Background: an optimization exercise with open tools, aiming at small area, a short achievable clock period and few clock cycles. Do not read the settings as production practice.
In this exercise RTL edits were held to simulation tests only and were not proved equivalent to the original.
Power figures rest on the tool's default switching activity, not on a simulated workload.

## before
Design wildcard_byte_pattern_scanner, start of the top module:
module wildcard_byte_pattern_scanner
#(
  parameter int MAX_PATTERN = 16
)
(
  input  logic                  clk,
  input  logic                  rst,
  input  logic                  in_valid,
  output logic                  in_ready,
  input  logic [7:0]            data_byte,
  input  logic [wbps_pkg::ADDR_W-1:0]     region_base,
  input  logic                  first_of_region,
  input  logic                  start_of_scan,
  input  logic                  end_of_scan,
  output logic                  out_valid,
  input  logic                  out_ready,
  output logic                  found,
  output logic [wbps_pkg::ADDR_W-1:0]     match_address,
  input  logic                  cfg_valid,
  output logic                  cfg_ready,
  input  logic [wbps_pkg::CFG_IDX_W-1:0]  cfg_index,
  input  logic [wbps_pkg::CFG_DATA_W-1:0] cfg_data
);
  localparam int OW = wbps_pkg::OFF_W;
  localparam int AW = wbps_pkg::ADDR_W;
  logic [8*wbps_pkg::PAT_BYTES-1:0] pattern;
  logic [wbps_pkg::PAT_BYTES-1:0]   care_mask;
  logic                             len_zero;
  logic [3:0]                       len_neg;
  logic              in_ready_q;
  logic              pend_nf;     
  logic              add1;        
  logic              res_found;
  logic [AW-1:0]     res_addr;
  logic              in_fire;
  logic              out_free;
  logic              core_res_valid;
  logic              new_res;
  logic              core_hit;
  logic [OW-1:0]     core_off;
  logic              may_hit_next;
  logic              add1_next;
  logic              direct;
  logic              out_valid_next;
  logic              pend_nf_next;
  logic [16:0]       sum_lo;
  wbps_cfg_regs u_cfg (
    .clk       (clk),
    .rst       (rst),
    .cfg_valid (cfg_valid),
    .cfg_ready (cfg_ready),
  ...
==> module wildcard_byte_pattern_scanner, before the edit <==
module wildcard_byte_pattern_scanner
#(
  parameter int MAX_PATTERN = 16
)
(
  input  logic                  clk,
  input  logic                  rst,
  input  logic                  in_valid,
  output logic                  in_ready,
  input  logic [7:0]            data_byte,
  input  logic [wbps_pkg::ADDR_W-1:0]     region_base,
  input  logic                  first_of_region,
  input  logic                  start_of_scan,
  input  logic                  end_of_scan,
  output logic                  out_valid,
  input  logic                  out_ready,
  output logic                  found,
  output logic [wbps_pkg::ADDR_W-1:0]     match_address,
  input  logic                  cfg_valid,
  output logic                  cfg_ready,
  input  logic [wbps_pkg::CFG_IDX_W-1:0]  cfg_index,
  input  logic [wbps_pkg::CFG_DATA_W-1:0] cfg_data
);
  localparam int OW = wbps_pkg::OFF_W;
  localparam int AW = wbps_pkg::ADDR_W;
  logic [8*wbps_pkg::PAT_BYTES-1:0] pattern;
  logic [wbps_pkg::PAT_BYTES-1:0]   care_mask;
  logic                             len_zero;
  logic [3:0]                       len_neg;
  logic              in_ready_q;
  logic              pend_nf;     
  logic              add1;        
  logic              res_found;
  logic [AW-1:0]     res_addr;
  logic              in_fire;
  logic              out_free;
  logic              core_res_valid;
  logic              new_res;
  logic              core_hit;
  logic [OW-1:0]     core_off;
  logic              may_hit_next;
  logic              add1_next;
  logic              direct;
  logic              out_valid_next;
  logic              pend_nf_next;
  logic [16:0]       sum_lo;
  wbps_cfg_regs u_cfg (
    .clk       (clk),
    .rst       (rst),
    .cfg_valid (cfg_valid),
    .cfg_ready (cfg_ready),
    .cfg_index (cfg_index),
    .cfg_data  (cfg_data),
    .pattern   (pattern),
    .care_mask (care_mask),
    .len_zero  (len_zero),
    .len_neg   (len_neg)
  );
  assign in_ready = in_ready_q;
  assign in_fire  = in_valid & in_ready_q;
  assign out_free = ~add1 & (~out_valid | out_ready);
  wbps_core u_core (
    .clk             (clk),
    .rst             (rst),
    .advance         (in_fire),
    .data_byte       (data_byte),
    .first_of_region (first_of_region),
    .start_of_scan   (start_of_scan),
    .end_of_scan     (end_of_scan),
    .pattern         (pattern),
    .care_mask       (care_mask),
    .len_zero        (len_zero),
    .len_neg         (len_neg),
    .res_valid       (core_res_valid),
    .hit             (core_hit),
    .off             (core_off),
    .may_hit_next    (may_hit_next)
  );
  assign new_res        = in_fire & core_res_valid;
  assign direct         = new_res & core_hit &
                          (len_zero | ((first_of_region | start_of_scan) & (len_neg == 4'd0)));
  assign add1_next      = out_free & (pend_nf | (new_res & ~direct));
  assign out_valid_next = add1 | (out_free & direct) | (out_valid & ~out_ready);
  assign pend_nf_next   = ~out_free & (pend_nf | new_res);
  always_ff @(posedge clk) begin
    if (rst) begin
      add1       <= 1'b0;
      out_valid  <= 1'b0;
      pend_nf    <= 1'b0;
      in_ready_q <= 1'b1;
    end else begin
      add1       <= add1_next;
      out_valid  <= out_valid_next;
      pend_nf    <= pend_nf_next;
      in_ready_q <= ~pend_nf_next &
                    (~(add1_next | out_valid_next) | ~may_hit_next);
    end
  end
  assign sum_lo = wbps_pkg::add16(res_addr[15:0], core_off);
  always_ff @(posedge clk) begin
    if (add1) begin
      res_addr <= res_found ? {wbps_pkg::inc16(res_addr[31:16], sum_lo[16]), sum_lo[15:0]} : '0;
    end else if (out_free) begin
      res_addr  <= region_base;
      res_found <= core_hit & ~pend_nf;
    end
  end
  assign found         = res_found;
  assign match_address = res_addr;
endmodule
==> flow/config.mk <==
export PLATFORM = sky130hd
export DESIGN_NAME = wildcard_byte_pattern_scanner
export DESIGN_NICKNAME = wildcard_byte_pattern_scanner
export VERILOG_FILES = /design/flow/design.v
export SDC_FILE = /design/flow/constraint.sdc
export NUM_CORES = 8
export LEC_CHECK = 0
export ABC_AREA = 1
export CAP_MARGIN = 20
export CORE_MARGIN = 2
export CORE_UTILIZATION = 40
export CTS_BUF_LIST = sky130_fd_sc_hd__clkbuf_8 sky130_fd_sc_hd__clkbuf_16
export CTS_CLUSTER_DIAMETER = 100
export CTS_CLUSTER_SIZE = 30
export SETUP_SLACK_MARGIN = 5
export SLEW_MARGIN = 20
==> flow/constraint.sdc <==
create_clock -name core_clock -period 8.0 [get_ports {clk}]
set_input_delay 1.6000 -clock core_clock [delete_from_list [all_inputs] [get_ports {clk}]]
set_output_delay 1.6000 -clock core_clock [all_outputs]
set_load 0.01 [all_outputs]
standard.sh (not shown) runs the stock make flow with config.mk's settings and CLKGATE_MAP_FILE= SYNTH_SCRIPT=/design/flow/synth_recipe.tcl, a recipe that flattens the netlist after the stock synthesis.
==> flow/flow/run.sh <==
#!/bin/bash
set -euo pipefail
export BUFFER_PORTS_ARGS="-buffer_cell sky130_fd_sc_hd__buf_2"
bash standard.sh > standard.log 2>&1
The flow did not stop early for before: all stages ran, and the layout cleared the timing, design-rule and antenna checks.
Testbench counts of before, summed over its fixed seeds: cycles 91,362.
Input changes introduced in after (baseline for comparison: before):
diff --git a/flow/design.v b/flow/design.v
--- a/flow/design.v
+++ b/flow/design.v
@@ -19,20 +19,8 @@
         p[i] = p[i] & p[i-d];
       end
     end
     add8 = {g[7], a ^ b ^ {g[6:0], 1'b0}};
-  endfunction
-  function automatic logic [16:0] add16(input logic [15:0] a, input logic [15:0] b);
-    logic [15:0] g, p;
-    g = a & b;
-    p = a ^ b;
-    for (int d = 1; d < 16; d = 2 * d) begin
-      for (int i = 15; i >= d; i--) begin
-        g[i] = g[i] | (p[i] & g[i-d]);
-        p[i] = p[i] & p[i-d];
-      end
-    end
-    add16 = {g[15], a ^ b ^ {g[14:0], 1'b0}};
   endfunction
   function automatic logic [15:0] inc16(input logic [15:0] a, input logic c);
     logic [15:0] ones;
     ones = a;
@@ -204,22 +192,27 @@
   logic [3:0]                       len_neg;
   logic              in_ready_q;
   logic              pend_nf;     
   logic              add1;        
+  logic              add2;        
   logic              res_found;
   logic [AW-1:0]     res_addr;
+  logic              carry_lo;    
+  logic              carry_mid;   
   logic              in_fire;
   logic              out_free;
   logic              core_res_valid;
   logic              new_res;
   logic              core_hit;
   logic [OW-1:0]     core_off;
   logic              may_hit_next;
   logic              add1_next;
+  logic              add2_next;
   logic              direct;
   logic              out_valid_next;
   logic              pend_nf_next;
-  logic [16:0]       sum_lo;
+  logic [8:0]        sum_lo;
+  logic [8:0]        sum_mid;
   wbps_cfg_regs u_cfg (
     .clk       (clk),
     .rst       (rst),
     .cfg_valid (cfg_valid),
@@ -232,9 +225,9 @@
     .len_neg   (len_neg)
   );
   assign in_ready = in_ready_q;
   assign in_fire  = in_valid & in_ready_q;
-  assign out_free = ~add1 & (~out_valid | out_ready);
+  assign out_free = ~add1 & ~add2 & (~out_valid | out_ready);
   wbps_core u_core (
     .clk             (clk),
     .rst             (rst),
     .advance         (in_fire),
@@ -254,28 +247,40 @@
   assign new_res        = in_fire & core_res_valid;
   assign direct         = new_res & core_hit &
                           (len_zero | ((first_of_region | start_of_scan) & (len_neg == 4'd0)));
   assign add1_next      = out_free & (pend_nf | (new_res & ~direct));
-  assign out_valid_next = add1 | (out_free & direct) | (out_valid & ~out_ready);
+  assign add2_next      = add1 & res_found;
+  assign out_valid_next = add2 | (add1 & ~res_found) | (out_free & direct) | (out_valid & ~out_ready);
   assign pend_nf_next   = ~out_free & (pend_nf | new_res);
   always_ff @(posedge clk) begin
     if (rst) begin
       add1       <= 1'b0;
+      add2       <= 1'b0;
       out_valid  <= 1'b0;
       pend_nf    <= 1'b0;
       in_ready_q <= 1'b1;
     end else begin
       add1       <= add1_next;
+      add2       <= add2_next;
       out_valid  <= out_valid_next;
       pend_nf    <= pend_nf_next;
       in_ready_q <= ~pend_nf_next &
-                    (~(add1_next | out_valid_next) | ~may_hit_next);
-    end
-  end
-  assign sum_lo = wbps_pkg::add16(res_addr[15:0], core_off);
+                    (~(add1_next | add2_next | out_valid_next) | ~may_hit_next);
+    end
+  end
+  assign sum_lo  = wbps_pkg::add8(res_addr[7:0],  core_off[7:0]);
+  assign sum_mid = wbps_pkg::add8(res_addr[15:8], core_off[15:8]);
   always_ff @(posedge clk) begin
     if (add1) begin
-      res_addr <= res_found ? {wbps_pkg::inc16(res_addr[31:16], sum_lo[16]), sum_lo[15:0]} : '0;
+      res_addr[7:0]   <= res_found ? sum_lo[7:0]     : '0;
+      res_addr[15:8]  <= res_found ? sum_mid[7:0]    : '0;
+      res_addr[31:16] <= res_found ? res_addr[31:16] : '0;
+      carry_lo        <= res_found & sum_lo[8];
+      carry_mid       <= res_found & sum_mid[8];
+    end else if (add2) begin
+      res_addr[15:8]  <= 8'(wbps_pkg::inc16({8'd0, res_addr[15:8]}, carry_lo));
+      res_addr[31:16] <= wbps_pkg::inc16(res_addr[31:16],
+                                         carry_mid | (carry_lo & (&res_addr[15:8])));
     end else if (out_free) begin
       res_addr  <= region_base;
       res_found <= core_hit & ~pend_nf;
     end
## What came out
- Proportion of power drawn by the clock network on after is up relative to before.
- [compare] base=before new=after: final cell area excluding filler cells neither gained nor lost much; synthesized net count now smaller; effective utilization at floorplan neither gained nor lost much.
- Looking at after and before, the height of the chip is a wash.
- When the final numbers for after and before were put side by side, the via count turned out to be smaller in after.
- In terms of time the final worst path needs with I/O delays and setup, after and before differ only marginally.
- The end of the critical path comes out in_ready_q$_SDFF_PP1_ in one run and res_addr[17]$_DFFE_PP_ in the other, namely in after and before respectively.
- Looking at the reports, after completed the entire flow and the layout it produced met the timing, design-rule and antenna checks.
- Compared to before, after was floorplanned on a bigger die.
- Against before, after reports a number of global-route vias before repair that is lower.
- Between after and before, the difference in chip width is negligible.
- Measured against before, the detailed-route wire length of after comes out at 0.932 times the reference value.
- The combinational power share of after is lower than that of before.
Testbench counts of after, summed over its fixed seeds: cycles 91,431.

## static timing again, ports no longer ideal
How much do the figures lean on ideal ports? The routed layouts below were timed once more, with nothing changed but the port constraints.
Step 1 (the two cells are an assumption about what drives the block):
set clk [get_ports {clk}]
set_driving_cell -lib_cell sky130_fd_sc_hd__clkbuf_16 $clk
set_driving_cell -lib_cell sky130_fd_sc_hd__buf_2 [delete_from_list [all_inputs] $clk]
Step 2, shift: input delay + t, output delay - t, t = (earliest + latest rising clock arrival at the registers) / 2. This alone moves slack from input paths to output paths.
Three values: ideal, step 1, step 2; two values: the first two.
run | t, ns | setup slack, ns | worst setup path at the end | slew at the worst register clock pin (ns) | worst data-port slew with drivers (ns)
before | 0.538 | 5.144 / 5.141 / 4.604 | input to register | 0.12 / 0.12 | 0.08
after | 0.531 | 5.143 / 5.127 / 4.596 | input to register | 0.12 / 0.12 | 0.07
After both steps setup and hold are still met in every run listed. The setup slack of after, which loses most, moves by -0.016 ns with the drivers and by -0.547 ns with both steps.
